Background: an optimization exercise with open tools, aiming at small area and a short achievable clock period. Do not read the settings as production practice.
Function was checked by simulation only, so behaviour that the tests miss may differ from the original.
No activity file was given, so power comes from the tool's default toggle rates.

==> design.v <==
`timescale 1ns/10ps
`default_nettype none
package noc_pkg;
        localparam int NUM_PORTS = 5;    
        typedef enum logic [2:0] {
                NORTH,
                SOUTH,
                EAST,
                WEST,
                LOCAL
        } port_e;
        typedef logic [NUM_PORTS-1:0] port_vec_t;        
        typedef logic [3:0] coord_t;                     
        typedef logic [7:0] payload_t;
        typedef struct packed {
                coord_t x;
                coord_t y;
        } node_addr_t;
        typedef struct packed {
                coord_t   dest_x;
                coord_t   dest_y;
                payload_t payload;
        } flit_t;
endpackage
`default_nettype wire
`timescale 1ns/10ps
`default_nettype none
module input_fifo #(
        parameter int FIFO_DEPTH = 4
) (
        input  wire logic     clk,
        input  wire logic     reset_i,
        input  wire logic     push_i,
        input  noc_pkg::flit_t flit_i,
        input  wire logic     pop_i,
        output logic [7:0]    head_dest_o,       
        output noc_pkg::flit_t prev_o,           
        output logic          nonempty_o
);
        logic [15:0] mem [0:3];
        logic [3:0]  rd_oh;                      
        logic [1:0]  wr_ptr;
        logic        last;                       
        always_comb begin
                head_dest_o = '0;
                prev_o      = '0;
                for (int k = 0; k < 4; k++) begin
                        head_dest_o = head_dest_o | ({8{rd_oh[k]}} & mem[k][15:8]);
                        prev_o      = prev_o | ({16{rd_oh[(k + 1) % 4]}} & mem[k]);
                end
        end
        assign last = rd_oh[(wr_ptr - 2'd1) % 4] ;
        always_ff @(posedge clk) begin
                if (push_i)
                        mem[wr_ptr] <= flit_i;
        end
        always_ff @(posedge clk) begin
                if (reset_i) begin
                        rd_oh      <= 4'b0001;
                        wr_ptr     <= '0;
                        nonempty_o <= 1'b0;
                end else begin
                        if (push_i)
                                wr_ptr <= {wr_ptr[1] ^ wr_ptr[0], ~wr_ptr[0]};
                        if (pop_i)
                                rd_oh <= {rd_oh[2:0], rd_oh[3]};
                        nonempty_o <= push_i | (nonempty_o & ~(pop_i & last));
                end
        end
endmodule
`default_nettype wire
`timescale 1ns/10ps
`default_nettype none
module route_compute (
        input  wire logic [7:0]     dest_i,      
        input  noc_pkg::node_addr_t location_i,
        output noc_pkg::port_vec_t  req_o,
        output logic [3:0]          cmp_o        
);
        logic x_less;
        logic x_same;
        logic y_less;
        logic y_same;
        assign cmp_o = {x_less, x_same, y_less, y_same};
        assign x_less = (dest_i[7:4] < location_i.x);
        assign x_same = (dest_i[7:4] == location_i.x);
        assign y_less = (dest_i[3:0] < location_i.y);
        assign y_same = (dest_i[3:0] == location_i.y);
        assign req_o[noc_pkg::EAST]  = ~x_less & ~x_same;
        assign req_o[noc_pkg::WEST]  = x_less;
        assign req_o[noc_pkg::NORTH] = x_same & ~y_less & ~y_same;
        assign req_o[noc_pkg::SOUTH] = x_same & y_less;
        assign req_o[noc_pkg::LOCAL] = x_same & y_same;
endmodule
`default_nettype wire
`timescale 1ns/10ps
`default_nettype none
module credit_counter #(
        parameter int FIFO_DEPTH = 4
) (
        input  wire logic         clk,
        input  wire logic         reset_i,
        input  noc_pkg::port_vec_t send_i,
        input  noc_pkg::port_vec_t credit_i,
        output noc_pkg::port_vec_t credit_avail_o
);
        for (genvar o = 0; o < noc_pkg::NUM_PORTS; o++) begin : g_out
                logic [2:0] used;
                always_ff @(posedge clk) begin
                        if (reset_i)
                                used <= 3'd0;
                        else if (send_i[o] && !credit_i[o])
                                used <= {used[1] & used[0], used[1] ^ used[0], ~used[0]};
                        else if (credit_i[o] && !send_i[o])
                                used <= {1'b0, used[2] | (used[1] & used[0]), ~used[0]};
                end
                assign credit_avail_o[o] = ~used[2];
        end
endmodule
`default_nettype wire
`timescale 1ns/10ps
`default_nettype none
module switch_alloc (
        input  wire logic         clk,
        input  wire logic         reset_i,
        input  wire logic [24:0]  req_i,                 
        input  noc_pkg::port_vec_t nonempty_i,
        input  wire logic [39:0]  dest_i,                
        input  wire logic [19:0]  cmp_i,                 
        input  noc_pkg::port_vec_t credit_avail_i,
        output logic      [24:0]  grant_o,               
        output noc_pkg::port_vec_t pop_o,
        output logic      [24:0]  last_o                 
);
        logic [24:0] masks;                              
        for (genvar o = 0; o < 5; o++) begin : g_out
                logic [3:0] above;                       
                logic [4:0] mask;
                logic [4:0] grant;
                assign mask = {1'b1, above};
                assign masks[5*o +: 5] = mask;
                assign last_o[5*o +: 5] = {above[0],
                                           ~above[3],
                                           above[3] & ~above[2],
                                           above[2] & ~above[1],
                                           above[1] & ~above[0]};
                for (genvar i = 0; i < 5; i++) begin : g_grant
                        assign grant[i] = pop_o[i] & req_i[5*i + o];
                end
                assign grant_o[5*o +: 5] = grant;
                always_ff @(posedge clk) begin
                        if (reset_i)
                                above <= 4'b1111;
                        else if (grant != '0)
                                above <= {grant[4] | grant[2] | grant[1] | grant[0],
                                          grant[4] | grant[1] | grant[0],
                                          grant[4] | grant[0],
                                          grant[4]};
                end
        end
        pop_logic u_pop (
                .nonempty_i     (nonempty_i),
                .dest_i         (dest_i),
                .cmp_i          (cmp_i),
                .masks_i        (masks),
                .credit_avail_i (credit_avail_i),
                .pop_o          (pop_o)
        );
endmodule
module pop_logic (
        input  noc_pkg::port_vec_t nonempty_i,
        input  wire logic [39:0]  dest_i,
        input  wire logic [19:0]  cmp_i,
        input  wire logic [24:0]  masks_i,
        input  noc_pkg::port_vec_t credit_avail_i,
        output noc_pkg::port_vec_t pop_o
);
        always_comb begin
                for (int i = 0; i < 5; i++) begin
                        logic xl, xs, xg, yl, ys, yg;
                        logic pn, ps, pe, pw, pl;
                        {xl, xs, yl, ys} = cmp_i[4*i +: 4];
                        xg = ~xl & ~xs;
                        yg = ~yl & ~ys;
                        pn = credit_avail_i[noc_pkg::NORTH] & yg;
                        ps = credit_avail_i[noc_pkg::SOUTH] & yl;
                        pe = credit_avail_i[noc_pkg::EAST]  & xg;
                        pw = credit_avail_i[noc_pkg::WEST]  & xl;
                        pl = credit_avail_i[noc_pkg::LOCAL] & ys;
                        for (int j = 0; j < 5; j++) begin
                                if (j != i) begin
                                        logic       jxl, jxs, jxg, jyl, jys, jyg;
                                        logic       eqx, eqy;
                                        logic [4:0] ahead;       
                                        {jxl, jxs, jyl, jys} = cmp_i[4*j +: 4];
                                        jxg = ~jxl & ~jxs;
                                        jyg = ~jyl & ~jys;
                                        eqx = jxs;
                                        eqy = jys;
                                        for (int o = 0; o < 5; o++) begin
                                                ahead[o] = nonempty_i[j] &
                                                           ((j < i) ? (masks_i[5*o + j] | ~masks_i[5*o + i])
                                                                    : (masks_i[5*o + j] & ~masks_i[5*o + i]));
                                        end
                                        pn = pn & ~(ahead[noc_pkg::NORTH] & eqx & jyg);
                                        ps = ps & ~(ahead[noc_pkg::SOUTH] & eqx & jyl);
                                        pe = pe & ~(ahead[noc_pkg::EAST]  & jxg);
                                        pw = pw & ~(ahead[noc_pkg::WEST]  & jxl);
                                        pl = pl & ~(ahead[noc_pkg::LOCAL] & eqx & eqy);
                                end
                        end
                        pop_o[i] = nonempty_i[i] & (pe | pw | (xs & (pn | ps | pl)));
                end
        end
endmodule
`default_nettype wire
`timescale 1ns/10ps
`default_nettype none
module crossbar (
        input  wire logic         clk,
        input  wire logic         reset_i,
        input  wire logic [79:0]  prev_i,                
        input  wire logic [24:0]  grant_i,               
        input  wire logic [24:0]  last_i,                
        output logic      [79:0]  flit_o,                
        output noc_pkg::port_vec_t valid_o
);
        logic [24:0] sel;
        assign sel = last_i;
        always_ff @(posedge clk) begin
                if (reset_i) begin
                        valid_o <= '0;
                end else begin
                        for (int o = 0; o < 5; o++)
                                valid_o[o] <= |grant_i[5*o +: 5];
                end
        end
        for (genvar o = 0; o < 5; o++) begin : g_out
                always_comb begin
                        flit_o[16*o +: 16] = '0;
                        for (int i = 0; i < 5; i++)
                                flit_o[16*o +: 16] = flit_o[16*o +: 16] | ({16{sel[5*o + i]}} & prev_i[16*i +: 16]);
                end
        end
endmodule
`default_nettype wire
`timescale 1ns/10ps
`default_nettype none
module router (
        input  wire logic        clk,
        input  wire logic        reset_i,
        input  wire logic [7:0]  location_i,             
        input  wire logic [79:0] flit_i,                 
        input  wire logic [4:0]  valid_i,
        output logic      [4:0]  credit_o,
        output logic      [79:0] flit_o,                 
        output logic      [4:0]  valid_o,
        input  wire logic [4:0]  credit_i
);
        localparam int FIFO_DEPTH = 4;
        logic [79:0] prev;                       
        logic [24:0] req;                        
        logic [39:0] dest;                       
        logic [19:0] cmp;                        
        noc_pkg::port_vec_t   nonempty;
        noc_pkg::port_vec_t   credit_avail;
        logic [24:0] grant;
        logic [24:0] last;
        noc_pkg::port_vec_t   send;
        noc_pkg::port_vec_t   pop;
        for (genvar p = 0; p < noc_pkg::NUM_PORTS; p++) begin : g_port
                logic [7:0]         dest_p;
                logic               nonempty_p;
                noc_pkg::port_vec_t req_p;
                input_fifo #(
                        .FIFO_DEPTH (FIFO_DEPTH)
                ) u_fifo (
                        .clk        (clk),
                        .reset_i    (reset_i),
                        .push_i     (valid_i[p]),
                        .flit_i     (flit_i[16*p +: 16]),
                        .pop_i      (pop[p]),
                        .head_dest_o (dest_p),
                        .prev_o     (prev[16*p +: 16]),
                        .nonempty_o (nonempty_p)
                );
                route_compute u_route (
                        .dest_i     (dest_p),
                        .location_i (location_i),
                        .req_o      (req_p),
                        .cmp_o      (cmp[4*p +: 4])
                );
                assign dest[8*p +: 8] = dest_p;
                assign nonempty[p]    = nonempty_p;
                assign req[5*p +: 5]    = nonempty_p ? req_p : 5'b0;
        end
        credit_counter #(
                .FIFO_DEPTH (FIFO_DEPTH)
        ) u_credit (
                .clk            (clk),
                .reset_i        (reset_i),
                .send_i         (send),
                .credit_i       (credit_i),
                .credit_avail_o (credit_avail)
        );
        switch_alloc u_alloc (
                .clk            (clk),
                .reset_i        (reset_i),
                .req_i          (req),
                .nonempty_i     (nonempty),
                .dest_i         (dest),
                .cmp_i          (cmp),
                .credit_avail_i (credit_avail),
                .grant_o        (grant),
                .last_o         (last),
                .pop_o          (pop)
        );
        for (genvar o = 0; o < noc_pkg::NUM_PORTS; o++) begin : g_send
                assign send[o] = |grant[5*o +: 5];
        end
        crossbar u_xbar (
                .clk     (clk),
                .reset_i (reset_i),
                .prev_i  (prev),
                .grant_i (grant),
                .last_i  (last),
                .flit_o  (flit_o),
                .valid_o (valid_o)
        );
        assign credit_o = pop;   
endmodule
`default_nettype wire
==> flow/run.sh <==
#!/bin/bash
# Standard layout, with the smallest buffer on every port instead of the
# flow's default pick, and global routing steered off the lowest layers.
set -euo pipefail
here=$(cd "$(dirname "${BASH_SOURCE[0]}")" && pwd)
export BUFFER_PORTS_ARGS="-buffer_cell sky130_fd_sc_hd__buf_1"
export FASTROUTE_TCL="$here/fastroute.tcl"
bash standard.sh > standard_flow.log 2>&1
==> flow/fastroute.tcl <==
# Global routing resources: keep more of met1 and met2 free for pin access
# and push longer routes up to met3 and met4.
set_global_routing_layer_adjustment met1 0.45
set_global_routing_layer_adjustment met2 0.35
set_global_routing_layer_adjustment met3-met5 0.15

set_routing_layers -clock met3-met5
set_routing_layers -signal met1-met5
==> standard.sh <==
#!/bin/bash
# synth_recipe.tcl (not shown) runs the flow's synth.tcl, then flattens the netlist and writes it again
# the make line also repeats each setting of config.mk as NAME=value (left out here)
make -C /OpenROAD-flow-scripts/flow DESIGN_CONFIG=/design/flow/config.mk WORK_HOME=/design/flow/orfs CLKGATE_MAP_FILE= SYNTH_SCRIPT=/design/flow/synth_recipe.tcl "${@:-finish}"
==> config.mk <==
export PLATFORM = sky130hd
export DESIGN_NAME = router
export DESIGN_NICKNAME = router
export VERILOG_FILES = /design/flow/design.v
export SDC_FILE = /design/flow/constraint.sdc
export NUM_CORES = 4
export LEC_CHECK = 0
export ABC_AREA = 1
export CAP_MARGIN = 20
export CORE_MARGIN = 2
export CORE_UTILIZATION = 50
export CTS_BUF_LIST = sky130_fd_sc_hd__clkbuf_8
export CTS_CLUSTER_DIAMETER = 50
export CTS_CLUSTER_SIZE = 16
export PLACE_DENSITY = 0.65
export SETUP_SLACK_MARGIN = 3.0
export SLEW_MARGIN = 20
==> constraint.sdc <==
create_clock -name core_clock -period 8.0 [get_ports {clk}]
set_input_delay 1.6000 -clock core_clock [delete_from_list [all_inputs] [get_ports {clk}]]
set_output_delay 1.6000 -clock core_clock [all_outputs]
set_load 0.01 [all_outputs]
==> run summary, run 1 <==
- The worst-case IR drop observed on VDD is 0.235 mV.
- The final layout contains 2549 nets.
- In the post-route analysis, the smallest setup slack over all paths is 2960 ps.
- For the pin with the worst max-slew slack, the measured transition is 1240 ps.
- The worst-case hold path end point is g_port[1].u_fifo.nonempty_o.
- After clock tree synthesis, the clock-pin slew on the worst setup and hold paths is 100 ps.
- The number of antenna violations at the first check in global routing is 3.
- Setup total negative slack on the finished layout was measured at 0 ps.
- Hold repair after CTS inserted 0 buffers.
- The number of global-route vias before repair is 18.1k.
- The synthesized design contains 320 enable-type register cells.
- In this run the standard cell core region covers 0.0406 sq mm.
- The tree is rooted in a sky130_fd_sc_hd__clkbuf_8.
- The flow ran to the end and the layout has no timing, DRC or antenna violations.
- The share of total power consumed by net switching is 0.464.
- The share of total power dissipated in combinational logic is 0.513.
- The number of DRC violations after detailed-routing iteration 0 is 1442.
- In the synthesized netlist the dominant register cell turns out to be sky130_fd_sc_hd__edfxtp_1.
- The total net switching power is 3.99 mW.
- The endpoint identified for the worst register-to-register timing path is u_credit.g_out[3].used[1].
- Traced cell by cell, the critical path runs through buf_2, inv_6, ha_1, nand2_1, inv_2, nand3_4, nor2_2, nand2_2, buf_4, o21ai_4, nand3_2, nand2_4, nand2_8, buf_6.
- The routed wire length per instance is 26.5 microns.
- In this run the number of H-tree levels came out at 2.
- Counting both buffers and inverters, the worst setup path holds a total of 5.
- Dividing the final minimum period by the clock period gives 0.630.
- The share of the synthesized area in the top cell type is 0.469.
- The HPWL after detailed placement is 54300 microns.
- The pin count of the biggest net entering global routing is 38.
- The critical path launch point type is an input pin.
- The worst hold path cell count is 2.
- Buffers placed on the I/O ports in this run total 189.
- Across all hold checks on the routed design, the worst slack comes to 484 ps.
- The worst register-to-register path has a setup slack of 3670 ps.
- After floorplanning, the core was divided into 74 placement rows.
- The required time of the critical path is 6400 ps.
- The clock passes through at most 3 buffers.
- TritonCTS built the clock tree.
- The source of the worst hold timing path is g_port[1].u_fifo.nonempty_o.
- The part of the total power dissipated in the clock network is 0.180.
- The share of layout cells above drive strength 1 is 0.169.
- Setup violations remaining at the end of the flow were counted as 0.
- The reported max-cap violation count is 0.
- For the worst flop-to-flop path, the logic depth is 26.
- The weighted congestion at the end of routability-driven global placement is 1.03.
- The distinct cell type count after synthesis is 40.
- The proportion of synthesized chip area in sequential cells is 0.542.
- The worst hold path belongs to the class reg2reg.
- The first detailed-routing pass took 5 iterations.
- For this design the ratio of total power to cell area is 355 mW/mm^2.
- For this run, the number of Yosys warnings is 5.
- The highest achievable clock rate is 0.198 GHz.
- The final-layout fill cell count is 3455.
- The post-synthesis average cell area is 9.61 sq um.
- Cell internal power was estimated by the tool at 4.61 mW.
- The origin of the critical flop-to-flop path is g_port[2].u_fifo.rd_oh[2].
- From bottom edge to top edge, the die measures 206 microns.
- In this run the count of I/O pins placed on the die edge is 190.
- The maximum net fanout on the critical path is 5.
- Across every metal layer, demand over resource in global routing totals 0.435.
- The first global-routing pass estimated 113000 microns of wire.
- The share of power burned in registers is 0.307.
- The initial cell density of the core is 0.504.
- The final count of pins violating max slew came to 0.
- The number of instances in the synthesized netlist is 2132.
- The die is 206 microns wide.
- Counting flops with an async set or reset pin after synthesis yields a share of 0.
- The residual overflow from global routing is 0.
- The type of destination of the critical path is a primary output.
- The slowest stage of the critical path belongs to the cell sky130_fd_sc_hd__ha_1.
- For this block, the via count after detailed routing is 18.3k.
- STA puts the critical path data arrival time at 3440 ps.
- Sorting the synthesized cells by area gives the leading types as sky130_fd_sc_hd__edfxtp_1 (47%), sky130_fd_sc_hd__nand2_1 (7.7%), sky130_fd_sc_hd__dfxtp_1 (7.3%).
- Setup repair after global routing could not meet its margin everywhere.
- The critical path start-end classification is in2out.
- Subtracting the final worst setup slack from the clock period gives 5040 ps.
- The static leakage is 9.41 nW.
- The clock net in this run drives a total of 395 sinks.
- The die area is 0.0426 sq mm.
- The flip-flop and latch count after synthesis is 395.
- The kind of cell with the highest combined delay along the critical path is simple AND/OR/NAND/NOR gates.
- For the final database, setup skew stands at 63.9 ps.
- The layout overhead on the synthesized area is 18.2%.
- Before CTS, the worst setup slack after placement is 2130 ps.
- The final-report hold violation count is 0.
- Of all cell types, the one taking the most synthesized area is sky130_fd_sc_hd__edfxtp_1.
- Buffers inserted during clock tree synthesis total 42.
- The largest stage delay on the critical path is 320 ps.
- The post-route total power is 8.59 mW.
- Wires add up to 78200 microns.
- The worst relative slew slack is 0.175.
- The number of vias per cell is 6.19.
- The netlist area before placement is 0.0205 sq mm.
- The number of nets with antenna violations after detailed routing is 0.
- The clock latency on the worst-skew pair is 680 ps.
- The number of DRC violations after detailed routing is 0.
- The synthesized net count is 2302.
==> cells in the mapped netlist (15+ instances only) <==
cell / number
sky130_fd_sc_hd__buf_2: 15
sky130_fd_sc_hd__o211ai_1: 72
sky130_fd_sc_hd__inv_1: 226
sky130_fd_sc_hd__nand2_2: 24
sky130_fd_sc_hd__ha_1: 70
sky130_fd_sc_hd__o22ai_1: 57
sky130_fd_sc_hd__nand4_1: 44
sky130_fd_sc_hd__nor2_1: 162
sky130_fd_sc_hd__a22o_1: 16
sky130_fd_sc_hd__nand2_1: 418
sky130_fd_sc_hd__dfxtp_1: 75
sky130_fd_sc_hd__a221oi_1: 107
sky130_fd_sc_hd__a21oi_1: 126
sky130_fd_sc_hd__o21ai_0: 102
sky130_fd_sc_hd__edfxtp_1: 320
sky130_fd_sc_hd__clkbuf_1: 71
sky130_fd_sc_hd__a221o_1: 33
sky130_fd_sc_hd__nand3_1: 76
==> power by group through the flow <==
stage	Sequential (mW)	Clock (mW)	Combinational (mW)
global route	2.66	1.64	4.72
CTS	2.65	1.57	4.12
finish	2.64	1.54	4.41
detailed placement	2.73	0	3.57
global placement	2.72	0	3.53
floorplan	2.49	0	2.35
==> routing by layer <==
| metal | track usage | part of all wire |
|---|---|---|
| met5 | 0 | 0.00017 |
| met4 | 0.287 | 0.083 |
| met3 | 0.169 | 0.12 |
| met2 | 0.643 | 0.42 |
| met1 | 0.635 | 0.37 |
==> layout make-up <==
type / instances / area, sq um / share of cell area
tap: 532 / 666 / 0.0275
timing repair buffer: 305 / 1670 / 0.0690
antenna: 3 / 7.51 / 0.000310
sequential: 395 / 11200 / 0.461
clock buffer: 43 / 592 / 0.0244
timing repair inverter: 1 / 5.00 / 0.000207
clock inverter: 34 / 419 / 0.0173
inverter: 242 / 997 / 0.0412
multi-input combinational: 1392 / 8700 / 0.359
==> how the worst max path moves through the flow <==
stage | start | end | slack [ps] | depth (start not counted)
after floorplan | location_i[7] | credit_o[4] | 3220 | 16
final | location_i[3] | credit_o[1] | 2960 | 14
after global placement | location_i[3] | credit_o[2] | 2120 | 13
after detailed placement | location_i[3] | credit_o[2] | 2130 | 13
after global routing | location_i[6] | credit_o[1] | 2940 | 14
after CTS | g_port[3].u_fifo.rd_oh[1] | credit_o[2] | 2980 | 17
==> sequential cells by signal, indices dropped and copies added, names as in the netlist <==
register and cells:
g_port.u_fifo.mem 320, g_port.u_fifo.nonempty_o 5, g_port.u_fifo.rd_oh 20, g_port.u_fifo.wr_ptr 10
u_alloc.g_out.above 20, u_credit.g_out.used 15, u_xbar.valid_o 5
==> stage by stage <==
step	utilization	std cells	cell area, sq um
after floorplan	-	2132	20500
after global routing	0.596	2944	24200
after CTS	0.587	2930	23900
after detailed placement	0.532	2780	21600
final	0.596	2947	24200
after global placement	0.531	2777	21600
==> kinds of logic (layout without fill, tap and decap cells) <==
family / after synthesis / count (layout) / synth area share
compound gates: 545 / 545 / 0.179
xor+xnor: 5 / 5 / 0.00214
fa+ha+maj: 70 / 70 / 0.0427
buf+inv: 345 / 625 / 0.0681
flops: 395 / 395 / 0.542
other cells: 0 / 3 / 0
simple gates: 772 / 772 / 0.166
==> worst register-to-register path, stage by stage (launching register included) <==
cell	delay (ps)
sky130_fd_sc_hd__dfxtp_1	310
sky130_fd_sc_hd__buf_4	280
sky130_fd_sc_hd__inv_1	260
sky130_fd_sc_hd__o21ai_2	320
sky130_fd_sc_hd__ha_4	180
sky130_fd_sc_hd__nand2_4	60
sky130_fd_sc_hd__nor2_4	180
sky130_fd_sc_hd__nand2_4	90
sky130_fd_sc_hd__nor2_8	140
sky130_fd_sc_hd__buf_12	120
sky130_fd_sc_hd__buf_4	100
sky130_fd_sc_hd__a21oi_1	50
sky130_fd_sc_hd__nand3b_1	140
sky130_fd_sc_hd__nand3_1	90
sky130_fd_sc_hd__nand2_2	100
sky130_fd_sc_hd__nand2_4	80
sky130_fd_sc_hd__buf_4	170
sky130_fd_sc_hd__buf_4	160
sky130_fd_sc_hd__buf_4	200
sky130_fd_sc_hd__nand2_1	100
sky130_fd_sc_hd__nand2_2	80
sky130_fd_sc_hd__nor2_4	210
sky130_fd_sc_hd__nand2_1	130
sky130_fd_sc_hd__ha_1	380
sky130_fd_sc_hd__inv_1	70
sky130_fd_sc_hd__o21ai_0	140
sky130_fd_sc_hd__a21oi_1	50
==> layout by cell type, fill, tap and decap left out, drive strengths merged, types with 4 or more instances in the layout <==
| cell | n |
|---|---|
| clkinvlp | 14 |
| nand4 | 44 |
| bufinv | 6 |
| clkinv | 18 |
| nand3 | 80 |
| nor3 | 12 |
| a22o | 16 |
| nor2 | 184 |
| o211ai | 72 |
| o21ai | 114 |
| ha | 70 |
| a21oi | 127 |
| clkbuf | 46 |
| buf | 302 |
| dfxtp | 75 |
| nand2 | 449 |
| a221o | 33 |
| edfxtp | 320 |
| a211oi | 4 |
| o2111ai | 11 |
| o22ai | 57 |
| a221oi | 107 |
| xor2 | 5 |
| inv | 239 |
==> timing repair <==
action | in CTS | in global routing
resized for setup | 176 | 50
pin swaps | 36 | 34
setup buffers | 72 | 12
endpoints found under the setup margin | 16 | 5
gates cloned | 1 | 1
endpoints found under the hold margin | 0 | 0
==> run 2, diff against run 1 <==
--- a/config.mk
+++ b/config.mk
@@ -5,7 +5,6 @@
 export SDC_FILE = /design/flow/constraint.sdc
 export NUM_CORES = 4
 export LEC_CHECK = 0
-export ABC_AREA = 1
 export CAP_MARGIN = 20
 export CORE_MARGIN = 2
 export CORE_UTILIZATION = 50
==> run summary, run 2 <==
- The root buffer cell chosen for the clock tree is sky130_fd_sc_hd__clkbuf_8.
- The reported max-cap violation count is 0.
- Of the synthesized area, sequential elements account for 0.565.
- The first TritonRoute pass finished after 10 iterations.
- The final-layout setup total negative slack is 0 ps.
- Buffers placed on the I/O ports in this run total 189.
- The worst reg2reg path depth is 20.
- In the layout the commonest cells are sky130_fd_sc_hd__edfxtp_1 (320), sky130_fd_sc_hd__a22oi_1 (236), sky130_fd_sc_hd__nand2_1 (216).
- The static leakage is 8.25 nW.
- The end-of-flow core utilization is 0.596.
- Routability-driven placement finished with a final weighted congestion of 1.00.
- The highest achievable clock rate is 0.182 GHz.
- The routed via count is 16.4k.
- The later pin in the worst-skew pair is clocked with a latency of 670 ps.
- Counting the buffers created by CTS gives 42.
- Once detailed placement completed, the half-perimeter wirelength came to 50600 microns.
- The worst clock skew is 41.2 ps.
- Counting flops with an async set or reset pin after synthesis yields a share of 0.
- The total cell area at the placement stage is 0.0208 sq mm.
- The worst pin sits at a relative slew slack of 0.165.
- The type of destination of the critical path is a primary output.
- The count of flip-flops with a built-in enable after synthesis is 320.
- The critical path goes through buf_8, clkinvlp_4, buf_12, ha_4, and4_2, nand4_1, a32o_2, a2bb2oi_4, a21oi_4, o21ai_4, inv_2, buf_6.
- The critical path launch point type is an input pin.
- The initial cell density of the core is 0.508.
- The pin count of the biggest net entering global routing is 54.
- The flow ran to the end and the layout has no timing, DRC or antenna violations.
- Data arrives at the worst endpoint at 3890 ps.
- For this run, the total global-route usage over all layers was measured as 0.409.
- Dividing the detail-routed wire length by the instance count gives 29.1 microns.
- The post-synthesis average cell area is 11.7 sq um.
- The final layout contains 2065 nets.
- The cell type with the highest aggregate area in the netlist is sky130_fd_sc_hd__edfxtp_1.
- The setup slack of the most critical reg-to-reg path is 3310 ps.
- The distinct cell type count after synthesis is 86.
- The netlist area before placement is 0.0197 sq mm.
- The critical path in this run is classified as in2out.
- The count of placed standard cells in the final layout, fillers left out is 2446.
- Clock-pin slew was measured on the worst setup and hold paths at 90 ps.
- Across all hold checks on the routed design, the worst slack comes to 498 ps.
- The count of yosys warnings during synthesis is 5.
- The most used flip-flop cell after synthesis is sky130_fd_sc_hd__edfxtp_1.
- The core area is 0.0387 sq mm.
- By area the synthesized netlist is led by sky130_fd_sc_hd__edfxtp_1 (49%), sky130_fd_sc_hd__a22oi_1 (9.0%), sky130_fd_sc_hd__dfxtp_1 (7.6%).
- The pre-CTS worst setup slack is 1800 ps.
- The layout overhead on the synthesized area is 17.5%.
- The final count of pins violating max slew is 0.
- The final-report hold violation count came to 0.
- The longest clock path from root to sink contains 3 buffers.
- The number of global-route vias before repair came to 16.6k.
- Of the post-synthesis cell area, the dominant cell type holds 0.489.
- In this run the number of H-tree levels came out at 2.
- In this run the remaining antenna-violating nets after routing total 0.
- 190 I/O pins were placed.
- The number of vias per cell is 6.69.
- The power per cell area is 295 mW/mm^2.
- The number of DRC violations after detailed routing is 0.
- Leaving out fill and tap cells, the most frequent cell in the layout is sky130_fd_sc_hd__edfxtp_1.
- The final-layout fill cell count is 3202.
- In this run the critical register-to-register path is captured at u_credit.g_out[3].used[1].
- Synthesis handed over a netlist of 1680 instances.
- The finished cells cover 0.0231 sq mm.
- The critical path ends at credit_o[3].
- For the pin with the worst max-slew slack, the measured transition is 1250 ps.
- Tracing the worst setup path back leads to its startpoint at location_i[7].
- When the netlist entered floorplanning its net count stood at 1850.
- The required time of the critical path is 6400 ps.
- The worst register-to-register path begins at g_port[4].u_fifo.rd_oh[2].
- The die covers 0.0409 sq mm.
- Setup violations remaining at the end of the flow were counted as 0.
- The maximum net fanout on the critical path is 5.
- The number of DRC violations after detailed-routing iteration 0 is 1523.
- After layout, the worst setup slack is 2510 ps.
- The clock drives 395 sinks.
- The post-route clock period utilization is 0.686.
- The overall die width is 202 microns.
- By count the netlist is led by sky130_fd_sc_hd__edfxtp_1 (320), sky130_fd_sc_hd__a22oi_1 (236), sky130_fd_sc_hd__nand2_1 (219).
- The share of layout cells above drive strength 1 is 0.167.
- After synthesis the netlist holds a flip-flop and latch count of 395.
- The number of placement rows is 72.
- The residual overflow from global routing is 0.
- The most used standard cell by instance count after synthesis is sky130_fd_sc_hd__edfxtp_1.
- TritonCTS built the clock tree.
- Setup repair after global routing could not meet its margin everywhere.
- The largest vdd supply drop is 0.215 mV.
- The overall die height is 202 microns.
- The slowest stage of the critical path belongs to the cell sky130_fd_sc_hd__a32o_2.
- The global-route wire length before repair is 105000 microns.
- The post-route total power is 6.82 mW.
- The register with the most flip-flops in the final layout is g_port.u_fifo.mem.
- Summed over all layers, the routed wires come to 71300 microns.
- The largest stage delay on the critical path is 350 ps.
- The cell count after placement is 2308.
- For the finished layout, the period the worst path requires is 5490 ps.
- The flip-flop count of the largest register, all copies and words added is 320.
- The number of antenna violations at the first check in global routing is 3.
- In this run the worst hold path is classified as reg2reg.
- The largest registers in the layout are g_port.u_fifo.mem x320, g_port.u_fifo.rd_oh x20, u_alloc.g_out.above x20.
run 2: changes by cell type after synthesis, moves of 68 or more:
cell / before / now
sky130_fd_sc_hd__a22oi_1: 0 / 236
sky130_fd_sc_hd__nand2_1: 418 / 219
sky130_fd_sc_hd__inv_1: 226 / 47
sky130_fd_sc_hd__o21ai_0: 102 / 15
sky130_fd_sc_hd__a221oi_1: 107 / 25
sky130_fd_sc_hd__a21oi_1: 126 / 51
sky130_fd_sc_hd__nor2_1: 162 / 94
run 2: what timing repair did:
item	in CTS	in global routing
resized for setup	130	35
setup endpoints to repair	13	17
buffers inserted	45	15
cloned	0	0
pin swaps	55	30
hold buffers	0	0
run 2: how the worst min path moves through the flow:
stage | from | end | slack [ps] | cells after the start
global placement | u_credit.g_out[0].used[1] | u_credit.g_out[0].used[1] | 470 | 2
CTS | u_alloc.g_out[2].above[2] | u_alloc.g_out[2].above[2] | 500 | 1
detailed placement | u_alloc.g_out[2].above[2] | u_alloc.g_out[2].above[2] | 470 | 1
global route | u_alloc.g_out[2].above[2] | u_alloc.g_out[2].above[2] | 520 | 1
finish | u_alloc.g_out[2].above[2] | u_alloc.g_out[2].above[2] | 500 | 1
floorplan | u_alloc.g_out[2].above[2] | u_alloc.g_out[2].above[2] | 450 | 1
run 2: layout make-up:
type                       instances  area [sq um]  share of cell area
sequential                       395         11100               0.482
multi-input combinational       1124          8650               0.374
timing repair buffer             282          1530              0.0661
tap                              518           648              0.0281
clock buffer                      43           592              0.0256
clock inverter                    33           340              0.0147
inverter                          50           213             0.00921
antenna                            1          2.50            0.000108
run 2: cells by family (layout without fill, tap and decap cells):
family	after synthesis	in the layout	share of synthesized area
simple gates	458	458	0.107
compound gates	560	560	0.229
mux	26	26	0.0164
xor+xnor	10	10	0.00445
flops	395	395	0.565
fa+ha+maj	70	70	0.0445
buf+inv	161	408	0.0344
other cells	0	1	0
run 2: metal layers:
metal,wire length (microns),global-route usage
met4,5670,0.242
met2,29600,0.596
met1,27100,0.615
met3,8880,0.171
met5,24,0
run 2: where the power goes:
part           leakage (nW)  internal, mW  switching, mW
Clock                 0.479         0.622          0.825
Combinational          4.22         0.956           1.88
Sequential             3.56          2.36          0.179
Total                  8.25          3.94           2.88
run 2: worst max-delay path: cells and delay by family:
family                     cells  cell delay, ps
buffers and inverters          5             500
AOI/OAI and AO/OA              4             870
adders and majority gates      1             290
and+or+nand+nor                2             590
==> run 3, diff against run 2 <==
--- a/config.mk
+++ b/config.mk
@@ -7,10 +7,10 @@
 export LEC_CHECK = 0
 export CAP_MARGIN = 20
 export CORE_MARGIN = 2
-export CORE_UTILIZATION = 50
+export CORE_UTILIZATION = 55
 export CTS_BUF_LIST = sky130_fd_sc_hd__clkbuf_8
 export CTS_CLUSTER_DIAMETER = 50
 export CTS_CLUSTER_SIZE = 16
-export PLACE_DENSITY = 0.65
+export PLACE_DENSITY = 0.75
 export SETUP_SLACK_MARGIN = 3.0
 export SLEW_MARGIN = 20
==> run summary, run 3 <==
- The run finished with no timing, DRC or antenna violations.
- The HPWL after detailed placement is 49900 microns.
- The residual overflow from global routing is 0.
- In the final layout, the registers with the most flip-flops are g_port.u_fifo.mem x320, g_port.u_fifo.rd_oh x20, u_alloc.g_out.above x20.
- The total clock sinks is 395.
- Counting along the longest clock path gives a buffer depth of 3.
- The worst clock skew is 43.4 ps.
- Counting distinct cell types in the post-synthesis netlist gives 86.
- The final count of pins violating max slew is 0.
- The number of placement rows is 69.
- Summed over all instances, the cell type with the most area after synthesis is sky130_fd_sc_hd__edfxtp_1.
- The die area is 0.0373 sq mm.
- After detailed routing, the average wire length per cell comes to 29.6 microns.
- The weighted congestion at the end of routability-driven global placement is 1.02.
- The post-synthesis async set-or-reset flop share is 0.
- The proportion of synthesized chip area in sequential cells is 0.565.
- At the pin with the least slew margin, the transition time is 1230 ps.
- The power per cell area is 290 mW/mm^2.
- The final-report hold violation count came to 0.
- The routed via count is 16.4k.
- Synthesis inferred 395 register bits.
- The register with the most flip-flops in the layout has 320 of them.
- The most used flip-flop cell after synthesis is sky130_fd_sc_hd__edfxtp_1.
- The highest achievable clock rate is 0.187 GHz.
- The global-route wire length before repair is 101000 microns.
- The initial cell density of the core is 0.555.
- The data arrival time of the critical path is 3760 ps.
- The top register by number of flip-flops is g_port.u_fifo.mem.
- The final count of negative-setup-slack endpoints is 0.
- The static leakage is 8.18 nW.
- The most common cell in the synthesized netlist is sky130_fd_sc_hd__edfxtp_1.
- The critical path goes through buf_8, clkinv_8, ha_4, nor2b_4, o211ai_4, a2111oi_4, buf_4, a311oi_2, o2111ai_2, o211ai_2, a22oi_4, inv_2, buf_2.
- The cell with the largest stage delay on the worst path is sky130_fd_sc_hd__a2111oi_4.
- The cell at the root of the clock tree is sky130_fd_sc_hd__clkbuf_8.
- Of the cells placed in the final design, the portion with a size suffix greater than 1 is 0.164.
- The area used by sequential logic in the layout is 0.0111 sq mm.
- The number of global-route vias before repair was 16.1k.
- Across the run, the number of max-cap violations was 0.
- After routing the design area is 0.0229 sq mm.
- The synthesized net count is 1850.
- The overall die width is 193 microns.
- The overall die height is 193 microns.
- The number of port buffers is 189.
- The maximum net fanout on the critical path is 5.
- STA puts the critical path data required time at 6400 ps.
- The number of antenna violations at the first check in global routing was 3.
- The classification of the worst-slack hold path is reg2reg.
- The layout overhead on the synthesized area is 16.4%.
- Once detail routing completed, the nets flagged for antenna violations numbered 0.
- Setup repair after global routing could not meet its margin everywhere.
- The number of DRC violations after detailed-routing iteration 0 is 1849.
- The area used by multi-input combinational logic is 0.00874 sq mm.
- The floorplan step defined a core boundary enclosing 0.0354 sq mm.
- The total cell area at the placement stage is 0.0207 sq mm.
- The post-synthesis average cell area is 11.7 sq um.
- Counting instances, the worst hold path has a depth of 2.
- By area the synthesized netlist is led by sky130_fd_sc_hd__edfxtp_1 (49%), sky130_fd_sc_hd__a22oi_1 (9.0%), sky130_fd_sc_hd__dfxtp_1 (7.6%).
- The worst relative slew slack is 0.181.
- The count of flip-flops with a built-in enable after synthesis is 320.
- The final-layout setup total negative slack is 0 ps.
- At the end of the flow, the number of nets in the layout was 2052.
- The number of antenna cells inserted is 0.
- After filler insertion, the fill cell instance count of the layout stands at 2719.
- The total CTS buffers is 38.
- The clock latency on the worst-skew pair is 650 ps.
- The commonest cells after synthesis are sky130_fd_sc_hd__edfxtp_1 (320), sky130_fd_sc_hd__a22oi_1 (236), sky130_fd_sc_hd__nand2_1 (219).
- The netlist area before placement is 0.0197 sq mm.
- After detailed routing, the number of remaining DRC violations is 0.
- CTS built an H-tree with a depth of 2.
- Dividing the detail-routed via count by the number of cells gives 6.92.
- TritonCTS built the clock tree.
- Wires add up to 70300 microns.
- Clock-pin slew was measured on the worst setup and hold paths at 90 ps.
- In the layout the commonest cells are sky130_fd_sc_hd__edfxtp_1 (320), sky130_fd_sc_hd__a22oi_1 (236), sky130_fd_sc_hd__nand2_1 (216).
- The worst reg2reg path depth is 19.
- The type of destination of the critical path is a primary output.
- In this run the count of I/O pins placed on the die edge is 190.
- The library cell used most frequently in the layout, excluding fill and tap cells, is sky130_fd_sc_hd__edfxtp_1.
- The critical path launch point type is an input pin.
- The share of the synthesized area in the top cell type is 0.489.
- The largest stage delay on the critical path is 390 ps.
- The final critical-path required period is 5360 ps.
- The count of yosys warnings during synthesis is 5.
- Synthesis produced 1680 cells.
- The pin count of the biggest net entering global routing is 54.
- In the global route stage, overall resource usage came out at 0.445.
- The first detailed-routing pass took 10 iterations.
- The post-route clock period utilization is 0.670.
- The worst-case IR drop observed on VDD is 0.192 mV.
- The critical path start-end classification is in2out.
## run 3: cell counts after synthesis
Identical to the previous run, type by type.
## run 3: what timing repair did
action,CTS,global route
setup endpoints to repair,11,8
setup buffers,33,21
resized for setup,130,71
hold buffers,0,0
pin swaps,47,46
## run 3: kinds of logic (layout without fill, tap and decap cells)
| logic type | Yosys count | in the layout | share of synthesized area |
|---|---|---|---|
| xor+xnor | 10 | 10 | 0.00445 |
| mux | 26 | 26 | 0.0164 |
| compound gates | 560 | 560 | 0.229 |
| simple gates | 458 | 458 | 0.107 |
| flops | 395 | 395 | 0.565 |
| fa+ha+maj | 70 | 70 | 0.0445 |
| buf+inv | 161 | 393 | 0.0344 |
## run 3: worst max-delay path, delay by kind of cell
family | cells | cell delay (ps)
AOI/OAI and AO/OA | 6 | 1150
adders and majority gates | 1 | 280
buffers and inverters | 5 | 580
and+or+nand+nor | 1 | 150
## run 3: final timing paths
check	end	startpoint	slack, ps
worst max-delay path	credit_o[2]	location_i[1]	2640
worst min-delay path	g_port[1].u_fifo.rd_oh[0]	g_port[1].u_fifo.rd_oh[3]	490
worst max register to register	u_credit.g_out[3].used[1]	g_port[3].u_fifo.rd_oh[0]	3330
worst min register to register	g_port[1].u_fifo.rd_oh[0]	g_port[1].u_fifo.rd_oh[3]	490
## run 3: layer usage
metal / vias up / global-route usage / routed length [microns]
li1: 7142 / - / -
met4: 2 / 0.237 / 5110
met1: 7930 / 0.643 / 25200
met2: 1061 / 0.664 / 30000
met3: 295 / 0.210 / 9780
met5: - / 0.0225 / 105
## run 3: layout make-up
cell class,instances,area share
clock buffer,42,0.0252
clock inverter,28,0.00891
inverter,50,0.0102
multi-input combinational,1124,0.382
sequential,395,0.487
tap,461,0.0252
timing repair buffer,273,0.0620
## run 3: power breakdown
group | internal, mW | total [mW] | switching, mW
Clock | 0.520 | 1.28 | 0.755
Sequential | 2.36 | 2.52 | 0.163
Combinational | 0.962 | 2.85 | 1.88
## run 3: metrics by stage
stage	instances	setup WS [ps]	total power [mW]	hold WS [ps]	util
after floorplan	1680	2790	3.99	449	-
final	2373	2640	6.65	488	0.647
after detailed placement	2248	1950	4.97	466	0.585
after global placement	2248	2030	4.94	451	0.585
after CTS	2351	2650	6.43	490	0.631
after global routing	2373	2560	6.92	520	0.647
==> run 4, diff against run 3 <==
--- a/config.mk
+++ b/config.mk
@@ -5,6 +5,7 @@
 export SDC_FILE = /design/flow/constraint.sdc
 export NUM_CORES = 4
 export LEC_CHECK = 0
+export ABC_AREA = 1
 export CAP_MARGIN = 20
 export CORE_MARGIN = 2
 export CORE_UTILIZATION = 55
==> run summary, run 4 <==
- The run finished with no timing, DRC or antenna violations.
- After detailed routing, the number of vias per cell comes to 6.42.
- Fill cells in the final layout number 2923.
- The clock transition time at the flip-flop clock pins of the worst setup and hold paths is 80 ps.
- Of the total synthesized cell area, the portion taken by full adders, half adders and majority gates is 0.0427.
- The combinational family with the most area after synthesis is compound AO/OA/AOI/OAI gates.
- The reported max-cap violation count is 0.
- The core region is 0.0367 sq mm.
- After technology mapping, the gate count stands at 2132.
- For the worst setup path, the data required time is 6400 ps.
- The initial cell density of the core is 0.559.
- The maximum clock path buffer count is 3.
- The critical path launch point type is an input pin.
- The critical path start-end classification is in2out.
- The largest vdd supply drop is 0.240 mV.
- The origin of the critical flop-to-flop path is g_port[4].u_fifo.rd_oh[1].
- After synthesis the netlist holds a flip-flop and latch count of 395.
- The cell at the root of the clock tree is sky130_fd_sc_hd__clkbuf_8.
- The startpoint of the worst setup timing path is location_i[6].
- For the final routed database, the setup TNS stands at 0 ps.
- During placement, the flow inserted port buffers numbering 189.
- Setup violations remaining at the end of the flow were counted as 0.
- The final-report hold violation count was 0.
- The die area is 0.0388 sq mm.
- The xor and xnor fraction of the mapped netlist area is 0.00214.
- The overall die width is 197 microns.
- In the layout the commonest cells are sky130_fd_sc_hd__nand2_1 (386), sky130_fd_sc_hd__edfxtp_1 (320), sky130_fd_sc_hd__inv_1 (207).
- Setup repair after global routing could not meet its margin everywhere.
- The maximum net fanout on the critical path is 5.
- The number of placement rows is 70.
- The power per cell area is 352 mW/mm^2.
- Leaving out fill and tap cells, the most frequent cell in the layout is sky130_fd_sc_hd__nand2_1.
- The number of global-route vias before repair came to 18.3k.
- The worst clock skew is 49.4 ps.
- The worst setup path is captured at a primary output.
- By count the netlist is led by sky130_fd_sc_hd__nand2_1 (418), sky130_fd_sc_hd__edfxtp_1 (320), sky130_fd_sc_hd__inv_1 (226).
- The number of detailed-route iterations in the first pass is 6.
- The most used flip-flop cell after synthesis is sky130_fd_sc_hd__edfxtp_1.
- In this run, CTS created clock tree buffers numbering 40.
- The routed wire length per instance is 26.9 microns.
- The final count of pins violating max slew came to 0.
- The final critical-path required period is 4980 ps.
- The pin count of the biggest net entering global routing is 38.
- The source of the worst hold timing path is u_credit.g_out[0].used[0].
- In the final layout, the registers with the most flip-flops are g_port.u_fifo.mem x320, g_port.u_fifo.rd_oh x20, u_alloc.g_out.above x20.
- For this run, the top clock speed supported by timing is 0.201 GHz.
- For this run, global-route usage on met1 was measured as 0.660.
- Of the synthesized area, sequential elements account for 0.542.
- In this run the static leakage power is 9.34 nW.
- For this run, the number of Yosys warnings is 5.
- In the finished design, the share of the clock period the worst path needs comes to 0.623.
- The post-synthesis average cell area is 9.61 sq um.
- Relative to the synthesized area, the layout overhead comes to 18.1%.
- The mapped netlist covers 0.0205 sq mm.
- The number of nets with antenna violations after detailed routing is 0.
- The compound-cell area share of the yosys netlist is 0.179.
- In this run the number of H-tree levels came out at 2.
- g_port.u_fifo.mem holds more flip-flops than any other register.
- The total I/O pin count is 190.
- Ranked by total cell area, the synthesized netlist is headed by sky130_fd_sc_hd__edfxtp_1 (47%), sky130_fd_sc_hd__nand2_1 (7.7%), sky130_fd_sc_hd__dfxtp_1 (7.3%).
- The post-route total power is 8.51 mW.
- The final routed wirelength across all metal layers is 77200 microns.
- The classification of the worst-slack hold path is reg2reg.
- The distinct cell type count after synthesis is 40.
- The data arrival time of the critical path is 3380 ps.
- Of the post-synthesis cell area, the dominant cell type holds 0.469.
- The cell type with the highest aggregate area in the netlist is sky130_fd_sc_hd__edfxtp_1.
- The number of DRC violations after detailed-routing iteration 0 is 1601.
- The die is 197 microns tall.
- The post-synthesis async set-or-reset flop share is 0.
- The HPWL after detailed placement is 52600 microns.
- The number of nets in the finished design is 2544.
- Yosys mapped a number of flops with a built-in enable equal to 320.
- For this run, the total global-route usage over all layers was measured as 0.465.
- The number of DRC violations after detailed routing is 0.
- The synthesized-area fraction occupied by and/or/nand/nor cells is 0.166.
- Of the post-synthesis cell area, the part taken by muxes is 0.
- The worst-margin pin slew is 1250 ps.
- Global routing finished with a remaining overflow of 0.
- TritonCTS built the clock tree.
- The clock drives 395 sinks.
- The global-route wire length before repair is 112000 microns.
- The routed via count is 18.4k.
- In this run the tightest slew margin relative to its limit is 0.163.
- For this run, global-route usage on met3 was measured as 0.192.
- The weighted congestion at the end of routability-driven global placement is 1.04.
- Yosys instantiated no cell more often than sky130_fd_sc_hd__nand2_1.
- The flip-flop count of the largest register, all copies and words added is 320.
- The clock latency on the worst-skew pair is 660 ps.
- The number of antenna violations at the first check in global routing is 3.
- After global routing, the most crowded layer is met2.
- When the netlist entered floorplanning its net count stood at 2302.
- The share of layout cells above drive strength 1 is 0.177.
- In the global route stage, met2 resource usage came out at 0.691.
[run 4: cell count changes in the layout (fill, tap and decap cells not counted), moves of 38 or more]
cell / before / now
sky130_fd_sc_hd__o22ai_1: 3 / 55
sky130_fd_sc_hd__inv_1: 49 / 207
sky130_fd_sc_hd__nand3_1: 25 / 69
sky130_fd_sc_hd__nand2_2: 3 / 41
sky130_fd_sc_hd__a221oi_1: 17 / 98
sky130_fd_sc_hd__a21oi_1: 36 / 117
sky130_fd_sc_hd__a222oi_1: 60 / 0
sky130_fd_sc_hd__nor2_1: 91 / 144
sky130_fd_sc_hd__a22oi_1: 236 / 0
sky130_fd_sc_hd__o21ai_0: 13 / 90
sky130_fd_sc_hd__nand2_1: 216 / 386
[run 4: cell type report]
type | instances | area, sq um | area share
flip-flops and latches | 395 | 11200 | 0.461
multi-input cells | 1392 | 8880 | 0.367
repair buffers | 299 | 1670 | 0.0690
inverters | 242 | 991 | 0.0409
well taps | 468 | 586 | 0.0242
clock buffers | 40 | 551 | 0.0227
clock inverters | 31 | 334 | 0.0138
repair inverters | 4 | 20.0 | 0.000827
diodes | 1 | 2.50 | 0.000103
[run 4: cells by family (layout without fill, tap and decap cells)]
| group | Yosys count | count (layout) |
|---|---|---|
| AOI/OAI and AO/OA | 545 | 545 |
| adders and majority gates | 70 | 70 |
| other | 0 | 1 |
| and+or+nand+nor | 772 | 772 |
| xor gates and xnor gates | 5 | 5 |
| DFF | 395 | 395 |
| buffers and inverters | 345 | 616 |
[run 4: final timing paths]
check	end	slack (ps)	cells after the start
worst min register to register	u_credit.g_out[0].used[0]	530	2
worst min-delay path	u_credit.g_out[0].used[0]	530	2
worst max-delay path	credit_o[1]	3020	14
worst max register to register	u_credit.g_out[0].used[1]	3960	24
[run 4: where the power goes]
part | internal (mW) | switching [mW] | total [mW] | leakage (nW)
Clock | 0.641 | 0.779 | 1.42 | 0.460
Combinational | 1.48 | 2.95 | 4.43 | 5.32
Sequential | 2.40 | 0.255 | 2.66 | 3.56
[run 4: routing by layer]
layer	share of wire	wire, microns
met2	0.43	32800
met1	0.36	27700
met5	0.00076	59
met4	0.083	6390
met3	0.13	10200
[run 4: stage by stage]
step | area [sq um] | utilization | std cells | setup slack, ps | hold WS [ps]
global placement | 21500 | 0.585 | 2704 | 2470 | 498
global route | 24200 | 0.660 | 2871 | 2920 | 543
CTS | 23200 | 0.634 | 2830 | 2980 | 530
detailed placement | 21500 | 0.585 | 2705 | 2490 | 512
floorplan | 20500 | - | 2132 | 3220 | 478
finish | 24200 | 0.660 | 2872 | 3020 | 529
[run 4: critical path, stage by stage]
cell                       delay, ps
sky130_fd_sc_hd__buf_6            90
sky130_fd_sc_hd__clkinv_8         70
sky130_fd_sc_hd__ha_4            280
sky130_fd_sc_hd__nand2_4          50
sky130_fd_sc_hd__nor2_4          230
sky130_fd_sc_hd__buf_6           170
sky130_fd_sc_hd__nand3_2          60
sky130_fd_sc_hd__nor2_2          150
sky130_fd_sc_hd__nor2_1           60
sky130_fd_sc_hd__nand4_1         150
sky130_fd_sc_hd__nand3_2         130
sky130_fd_sc_hd__nand2_4         100
sky130_fd_sc_hd__nand2_8          80
sky130_fd_sc_hd__buf_6           140
[run 4: what timing repair did]
| action | in CTS | in global routing |
|---|---|---|
| gates resized for setup | 144 | 123 |
| endpoints found under the setup margin | 16 | 11 |
| hold buffers | 0 | 0 |
| setup buffers | 51 | 32 |
| pin swaps | 22 | 48 |
| cloned | 3 | 2 |
==> run 5, diff against run 4 <==
==> flow/run.sh (replaced) <==
#!/bin/bash
# Standard layout, with these changes to how it is made:
# - the smallest buffer on every port instead of the flow's default pick;
# - global routing steered off the lowest layers (fastroute.tcl);
# - no half-adder cells, so the compare logic goes through abc as plain gates.
set -euo pipefail
here=$(cd "$(dirname "${BASH_SOURCE[0]}")" && pwd)
export BUFFER_PORTS_ARGS="-buffer_cell sky130_fd_sc_hd__buf_1"
export FASTROUTE_TCL="$here/fastroute.tcl"

# The platform's don't-use list, plus the half adders.
dont_use="sky130_fd_sc_hd__probe_p_8 sky130_fd_sc_hd__probec_p_8 sky130_fd_sc_hd__lpflow_bleeder_1"
for n in 1 16 2 4 8; do
  dont_use+=" sky130_fd_sc_hd__lpflow_clkbufkapwr_$n sky130_fd_sc_hd__lpflow_clkinvkapwr_$n"
done
for n in 12 3 4 6 8; do dont_use+=" sky130_fd_sc_hd__lpflow_decapkapwr_$n"; done
dont_use+=" sky130_fd_sc_hd__lpflow_inputiso0n_1 sky130_fd_sc_hd__lpflow_inputiso0p_1"
dont_use+=" sky130_fd_sc_hd__lpflow_inputiso1n_1 sky130_fd_sc_hd__lpflow_inputiso1p_1"
dont_use+=" sky130_fd_sc_hd__lpflow_inputisolatch_1"
for n in 1 16 2 4 8; do dont_use+=" sky130_fd_sc_hd__lpflow_isobufsrc_$n"; done
dont_use+=" sky130_fd_sc_hd__lpflow_isobufsrckapwr_16"
for n in 1 2 4; do dont_use+=" sky130_fd_sc_hd__lpflow_lsbuf_lh_hl_isowell_tap_$n"; done
dont_use+=" sky130_fd_sc_hd__lpflow_lsbuf_lh_isowell_4"
for n in 1 2 4; do dont_use+=" sky130_fd_sc_hd__lpflow_lsbuf_lh_isowell_tap_$n"; done
dont_use+=" sky130_fd_sc_hd__ha_1 sky130_fd_sc_hd__ha_2 sky130_fd_sc_hd__ha_4"

sed -e "s|\"\${@:-finish}\"|DONT_USE_CELLS='$dont_use' \"\${@:-finish}\"|" standard.sh > standard_noha.sh
bash standard_noha.sh > standard_flow.log 2>&1
--- a/config.mk
+++ b/config.mk
@@ -8,10 +8,10 @@
 export ABC_AREA = 1
 export CAP_MARGIN = 20
 export CORE_MARGIN = 2
-export CORE_UTILIZATION = 55
+export CORE_UTILIZATION = 60
 export CTS_BUF_LIST = sky130_fd_sc_hd__clkbuf_8
 export CTS_CLUSTER_DIAMETER = 50
 export CTS_CLUSTER_SIZE = 16
-export PLACE_DENSITY = 0.75
+export PLACE_DENSITY = 0.85
 export SETUP_SLACK_MARGIN = 3.0
 export SLEW_MARGIN = 20
==> run summary, run 5 <==
- The share of power burned in registers is 0.358.
- The worst relative slew slack is 0.177.
- The die area is 0.0359 sq mm.
- The share of total power consumed by net switching is 0.465.
- For this run, the total global-route usage over all layers was measured as 0.512.
- The static leakage is 9.19 nW.
- The part of the total power dissipated in the clock network is 0.184.
- The weighted congestion at the end of routability-driven global placement is 1.06.
- The worst path needs 5030 ps of the cycle, external delays included.
- Global routing finished with a remaining overflow of 0.
- Setup total negative slack on the finished layout was measured at 0 ps.
- In the layout the commonest cells are sky130_fd_sc_hd__nand2_1 (782), sky130_fd_sc_hd__edfxtp_1 (320), sky130_fd_sc_hd__nor2_1 (252).
- The detailed router placed 19.5k vias in this run.
- Ranked by flip-flop count, first place goes to g_port.u_fifo.mem.
- The number of clock buffers added by TritonCTS is 39.
- By area the synthesized netlist is led by sky130_fd_sc_hd__edfxtp_1 (47%), sky130_fd_sc_hd__nand2_1 (15%), sky130_fd_sc_hd__dfxtp_1 (7.3%).
- The number of global-route vias before repair is 19.0k.
- Data arrives at the worst endpoint at 3430 ps.
- The endpoint identified for the worst register-to-register timing path is u_credit.g_out[2].used[0].
- The layout has 2580 filler cells.
- The cell type with the highest aggregate area in the netlist is sky130_fd_sc_hd__edfxtp_1.
- The register with the most flip-flops in the layout has 320 of them.
- The count of yosys warnings during synthesis is 5.
- The worst register-to-register path has a setup slack of 3920 ps.
- Clock-pin slew was measured on the worst setup and hold paths at 80 ps.
- In the final layout, the share of cells above drive strength 1 is 0.139.
- In this run, synthesis inferred 320 flip-flops with an integrated enable.
- The total I/O pin count is 190.
- For this run, design rule violations remaining after detail routing come to 0.
- The final routed wirelength across all metal layers is 78000 microns.
- The source of the worst hold timing path is u_credit.g_out[3].used[2].
- The number of nets with antenna violations after detailed routing is 0.
- The first global-routing pass estimated 114000 microns of wire.
- The final count of pins violating max slew came to 0.
- In this run, distinct cell masters in the synthesized netlist total 37.
- The routed wire length per instance is 25.7 microns.
- The number of DRC violations after detailed-routing iteration 0 is 1913.
- TritonCTS built the clock tree.
- Summed over all nets, the switching power comes to 3.39 mW.
- Setup repair after global routing could not meet its margin everywhere.
- The final-report hold violation count is 0.
- The largest vdd supply drop is 0.350 mV.
- Dividing total power by cell area gives a power density of 313 mW/mm^2.
- STA classifies the critical path endpoint as a primary output.
- Data on the critical path is required at its endpoint by 6400 ps.
- In this run the mean area of a mapped cell was 8.77 sq um.
- The critical path launch point type is an input pin.
- The synthesized net count is 2456.
- The cell at the root of the clock tree is sky130_fd_sc_hd__clkbuf_8.
- Dividing the detail-routed via count by the number of cells gives 6.43.
- The tree built by TritonCTS fans out to 395 sinks.
- The layout overhead on the synthesized area is 12.9%.
- The run finished with no timing, DRC or antenna violations.
- By count the netlist is led by sky130_fd_sc_hd__nand2_1 (803), sky130_fd_sc_hd__edfxtp_1 (320), sky130_fd_sc_hd__nor2_1 (284).
- The part of the power in combinational logic is 0.458.
- The worst hold path belongs to the class reg2reg.
- The share of synthesized area in the top cell type comes to 0.465.
- Synthesis inferred 395 register bits.
- The number of antenna violations at the first check in global routing is 10.
- The number of placed instances, taps included, is 2909.
- The termination of the worst setup path is credit_o[3].
- The reported max-cap violation count is 0.
- The worst-margin pin slew is 1230 ps.
- The most used standard cell by instance count after synthesis is sky130_fd_sc_hd__nand2_1.
- Measured in cells, the most critical reg-to-reg path has a length of 20.
- The core region is 0.0337 sq mm.
- The proportion of synthesized chip area in sequential cells is 0.538.
- The count of cells in the finished layout, fillers not included, comes to 3037.
- Internal power comes to 3.91 mW.
- The net count of the finished layout is 2653.
- The pin count of the biggest net entering global routing is 36.
- The maximum clock path buffer count is 3.
- In this run the worst path has a maximum fanout of 6.
- The largest registers in the layout are g_port.u_fifo.mem x320, g_port.u_fifo.rd_oh x20, u_alloc.g_out.above x20.
- For this run, the leading register cell type out of synthesis is sky130_fd_sc_hd__edfxtp_1.
- The final count of negative-setup-slack endpoints is 0.
- By startpoint and endpoint, the worst setup path is classified as in2out.
- The number of instances in the synthesized netlist is 2356.
- Leaving out fill and tap cells, the most frequent cell in the layout is sky130_fd_sc_hd__nand2_1.
- Static timing analysis puts the maximum clock frequency at 0.199 GHz.
- Traced cell by cell, the critical path runs through buf_4, inv_2, o21ai_1, nand2_1, nor2_4, nand2_4, inv_1, nand3_1, nand4_1, nand2_1, inv_1, nand2_2, nand2_2, nand2_4, buf_6.
- The number of port buffers is 189.
- In this run the cell area of the synthesized design comes to 0.0207 sq mm.
- The number of H-tree branching levels is 2.
- For this design, the slowest cell found on the critical path is sky130_fd_sc_hd__inv_1.
- The startpoint of the worst setup timing path is location_i[6].
- After synthesis, the share of flip-flops with an asynchronous set or reset is 0.
- The initial cell density of the core is 0.613.
- The largest single stage delay on the critical path is 240 ps.
- The worst register-to-register path begins at u_alloc.g_out[3].above[3].
- The number of detailed-route iterations in the first pass is 7.
- The floorplan has 67 rows.
- The worst clock skew is 66.9 ps.
- The overall die width is 190 microns.
- From bottom edge to top edge, the die measures 190 microns.
- Clock latency on the worst-skew pair, taken at its later pin, is 680 ps.
- The HPWL after detailed placement is 55400 microns.
- On the final layout, the worst hold slack is 487 ps.
- Of the available clock period, the critical path in the final layout requires 0.628.
## run 5: changes by cell type in the layout (fill, tap and decap cells not counted), moves of 22 or more
cell                      change
sky130_fd_sc_hd__a21oi_1     -64
sky130_fd_sc_hd__a221o_1     -30
sky130_fd_sc_hd__buf_4       -22
sky130_fd_sc_hd__ha_1        -44
sky130_fd_sc_hd__ha_4        -26
sky130_fd_sc_hd__inv_1       -97
sky130_fd_sc_hd__nand2_1    +396
sky130_fd_sc_hd__nand4_1     +26
sky130_fd_sc_hd__nor2_1     +108
sky130_fd_sc_hd__o21ai_0     -41
sky130_fd_sc_hd__o22ai_1     -55
## run 5: routing by layer
| metal | vias to the layer above | GRT usage | wire (microns) |
|---|---|---|---|
| met5 | - | 0.0165 | 127 |
| met4 | 10 | 0.360 | 7710 |
| met2 | 1449 | 0.735 | 31700 |
| met1 | 8968 | 0.691 | 26000 |
| met3 | 476 | 0.268 | 12400 |
| li1 | 8615 | - | - |
## run 5: worst max-delay path: cells and delay by family
kind            cells  cell delay, ps
simple gates        9             990
buf+inv             5             700
compound gates      1             120
## run 5: kinds of logic (layout without fill, tap and decap cells)
group           Yosys count  after routing  share of synthesized area
simple gates           1333           1334                      0.276
flops                   395            395                      0.538
compound gates          390            390                      0.134
buf+inv                 236            462                     0.0512
xor+xnor                  2              2                   0.000848
other cells               0              6                          0
## run 5: cell type report
cell class              count  area, sq um  area share
well taps                 448          561      0.0240
multi-input cells        1726         8940       0.384
flip-flops and latches    395        11100       0.477
inverters                 122          469      0.0201
clock inverters            31          287      0.0123
clock buffers              40          551      0.0236
diodes                      6         15.0    0.000644
repair buffers            269         1370      0.0587
## run 5: worst min path at each step
stage | endpoint | cells after the start
after floorplan | u_credit.g_out[3].used[2] | 2
after global placement | g_port[0].u_fifo.rd_oh[2] | 2
after detailed placement | u_credit.g_out[2].used[2] | 2
after CTS | u_credit.g_out[2].used[2] | 2
after global routing | g_port[0].u_fifo.rd_oh[2] | 2
final | u_credit.g_out[3].used[2] | 2
## run 5: through the flow
stage	area, sq um	util	power (mW)	setup slack, ps
after floorplan	20700	-	4.41	3350
final	23300	0.692	7.30	2970
after CTS	22800	0.675	6.96	3000
after global placement	21600	0.641	5.51	2330
after global routing	23300	0.692	7.57	2910
after detailed placement	21600	0.641	5.56	2350
## run 5: power by group through the flow
stage / registers, mW / logic (mW) / clock network [mW]
2_1_floorplan: 2.44 / 1.96 / 0
3_3_place_gp: 2.62 / 2.88 / 0
3_5_place_dp: 2.63 / 2.93 / 0
4_1_cts: 2.59 / 3.02 / 1.35
5_1_grt: 2.63 / 3.52 / 1.42
6_report: 2.61 / 3.34 / 1.35
## run 5: timing repair
action | CTS | global route
cloned | 0 | 1
setup endpoints to repair | 5 | 5
setup buffers | 20 | 22
hold buffers | 0 | 0
resized for setup | 61 | 85
pin swaps | 17 | 52
==> run 6, diff against run 5 <==
--- a/config.mk
+++ b/config.mk
@@ -8,10 +8,10 @@
 export ABC_AREA = 1
 export CAP_MARGIN = 20
 export CORE_MARGIN = 2
-export CORE_UTILIZATION = 60
+export CORE_UTILIZATION = 55
 export CTS_BUF_LIST = sky130_fd_sc_hd__clkbuf_8
 export CTS_CLUSTER_DIAMETER = 50
 export CTS_CLUSTER_SIZE = 16
-export PLACE_DENSITY = 0.85
+export PLACE_DENSITY = 0.75
 export SETUP_SLACK_MARGIN = 3.0
 export SLEW_MARGIN = 20
==> run summary, run 6 <==
- The count of flip-flops with a built-in enable after synthesis is 320.
- The total clock sinks is 395.
- The final count of negative-setup-slack endpoints is 0.
- The share of layout cells above drive strength 1 is 0.134.
- The final critical-path required period is 4990 ps.
- The share of the synthesized area in the top cell type is 0.465.
- Across the VDD grid, the largest voltage drop is 0.198 mV.
- The weighted congestion at the end of routability-driven global placement is 1.12.
- In this run, distinct cell masters in the synthesized netlist total 37.
- Yosys attributes the largest share of cell area to sky130_fd_sc_hd__edfxtp_1 (47%), sky130_fd_sc_hd__nand2_1 (15%), sky130_fd_sc_hd__dfxtp_1 (7.3%).
- TritonCTS built the clock tree.
- The library cells used most frequently in the layout, excluding fill and tap cells, are sky130_fd_sc_hd__nand2_1 (774), sky130_fd_sc_hd__edfxtp_1 (320), sky130_fd_sc_hd__nor2_1 (256).
- Timing analysis after detailed placement gives a worst setup slack of 2240 ps.
- The synthesized net count is 2456.
- The share of power burned in registers is 0.352.
- Yosys printed 5 warnings.
- Once routing completed, OpenROAD measured the worst setup slack at 3010 ps.
- The most used standard cell by instance count after synthesis is sky130_fd_sc_hd__nand2_1.
- Synthesis handed over a netlist of 2356 instances.
- Measured along the x axis, the die boundary spans 198 microns.
- Summed over all layers, the global routing overflow is 0.
- For this run, the leading register cell type out of synthesis is sky130_fd_sc_hd__edfxtp_1.
- The part of the power in combinational logic is 0.464.
- Along the worst path, the maximum fanout reaches 6.
- The top register by number of flip-flops is g_port.u_fifo.mem.
- After synthesis, the most frequently instantiated cells are sky130_fd_sc_hd__nand2_1 (803), sky130_fd_sc_hd__edfxtp_1 (320), sky130_fd_sc_hd__nor2_1 (284).
- The critical path start-end classification is in2out.
- The min-delay analysis places its worst path in the category reg2reg.
- The pin count of the biggest net entering global routing is 36.
- The number of clock buffers added by TritonCTS is 37.
- In this run the register-to-register setup slack is 4290 ps.
- The worst relative slew slack is 0.172.
- In this run the mean area of a mapped cell was 8.77 sq um.
- In the final layout, the registers with the most flip-flops are g_port.u_fifo.mem x320, g_port.u_fifo.rd_oh x20, u_alloc.g_out.above x20.
- The final-layout setup total negative slack is 0 ps.
- The overall fraction of global-route tracks in use is 0.466.
- The number of nets with antenna violations after detailed routing is 0.
- The worst-margin pin slew is 1240 ps.
- After detailed routing, the number of remaining DRC violations is 0.
- STA classifies the critical path startpoint as an input pin.
- The number of global-route vias before repair was 18.4k.
- The worst setup path is captured at a primary output.
- Summed over all cells, the static leakage comes to 9.11 nW.
- In this run the vertical extent of the chip is 198 microns.
- The clock latency on the worst-skew pair is 650 ps.
- For the worst setup path, the data required time is 6400 ps.
- The final routed wirelength across all metal layers is 76300 microns.
- The run finished with no timing, DRC or antenna violations.
- Derived from the worst setup path, the maximum achievable clock frequency is 0.200 GHz.
[run 6: cell counts after synthesis]
No cell type changed its count.
[run 6: cells by family (layout without fill, tap and decap cells)]
family	after synthesis	after routing	synth area share
buf+inv	236	456	0.0512
flops	395	395	0.538
other cells	0	4	0
compound gates	390	390	0.134
xor+xnor	2	2	0.000848
simple gates	1333	1333	0.276
[run 6: area by class of cell]
cell class,count,area (sq um),area share
Timing Repair Buffer,267,1360,0.0586
Sequential cell,395,11100,0.479
Inverter,122,469,0.0202
Tap cell,468,586,0.0252
Antenna cell,4,10.0,0.000431
Multi-Input combinational cell,1725,8850,0.381
Clock buffer,40,551,0.0237
Clock inverter,27,287,0.0123
[run 6: power groups by stage]
stage                     Sequential, mW  Combinational (mW)  Clock, mW
final                               2.54                3.34       1.33
after CTS                           2.53                3.15       1.34
after floorplan                     2.44                1.96          0
after detailed placement            2.57                3.03          0
after global placement              2.57                3.00          0
after global routing                2.55                3.56       1.41
[run 6: routing by layer]
layer / global-route usage / routed length, microns
met1: 0.659 / 27300
met2: 0.670 / 30800
met4: 0.310 / 6880
met3: 0.223 / 11200
met5: 0.0128 / 85
[run 6: worst max-delay path, cell delays in order]
cell	delay [ps]
sky130_fd_sc_hd__buf_12	100
sky130_fd_sc_hd__clkinvlp_4	200
sky130_fd_sc_hd__buf_6	190
sky130_fd_sc_hd__o21ai_4	50
sky130_fd_sc_hd__nand2_2	80
sky130_fd_sc_hd__nor2_4	140
sky130_fd_sc_hd__nand2_2	80
sky130_fd_sc_hd__nand2_4	110
sky130_fd_sc_hd__nor2_4	60
sky130_fd_sc_hd__nand2_2	70
sky130_fd_sc_hd__nand3b_1	130
sky130_fd_sc_hd__nand2_1	100
sky130_fd_sc_hd__nand2_1	60
sky130_fd_sc_hd__nand2_1	80
sky130_fd_sc_hd__nand2_2	80
sky130_fd_sc_hd__nand2_4	140
sky130_fd_sc_hd__buf_6	110
[run 6: path summary, 6_finish.rpt]
path / start / endpoint / depth (start not counted)
max: location_i[6] / credit_o[1] / 17
max reg2reg: g_port[4].u_fifo.rd_oh[1] / u_credit.g_out[3].used[0] / 27
min: u_credit.g_out[3].used[2] / u_credit.g_out[3].used[2] / 2
min reg2reg: u_credit.g_out[3].used[2] / u_credit.g_out[3].used[2] / 2
[run 6: timing repair]
item | 4_1_cts | 5_1_grt
pin swaps | 23 | 30
setup endpoints to repair | 5 | 5
hold buffers | 0 | 0
setup buffers | 23 | 11
gates resized for setup | 74 | 50
[run 6: stage by stage]
stage,power (mW),cell area (sq um),utilization,hold slack [ps],instances
floorplan,4.41,20700,-,457,2356
global route,7.53,23200,0.631,519,3047
finish,7.21,23200,0.632,493,3048
CTS,7.02,22900,0.622,495,3025
detailed placement,5.60,21700,0.589,480,2935
global placement,5.57,21700,0.589,466,2935

## what the ideal ports hide
In the flow no input, the clock included, has a driving cell. The finished layouts below were timed again as built, in two steps.
Step 1 sets driving cells, clkbuf_16 on the clock port and buf_2 on the other inputs (assumed; they add their load-dependent delay and slew).
Step 2 times the ports against the registers' clock, not the clock port: input delays grow and output delays shrink by t, the midpoint of the rising clock arrivals with the driver on.
a / b / c = ideal ports / drivers / drivers and shift; a / b = the first two.
run	t, ns	slack for setup (ns)
run 1	0.704	2.962 / 2.941 / 2.933
run 2	0.701	2.514 / 2.463 / 2.463
run 3	0.687	2.642 / 2.585 / 2.512
run 4	0.692	3.017 / 2.969 / 2.969
run 5	0.696	2.973 / 2.922 / 2.922
run 6	0.681	3.009 / 2.947 / 2.947
After both steps setup and hold are still met in every run listed.
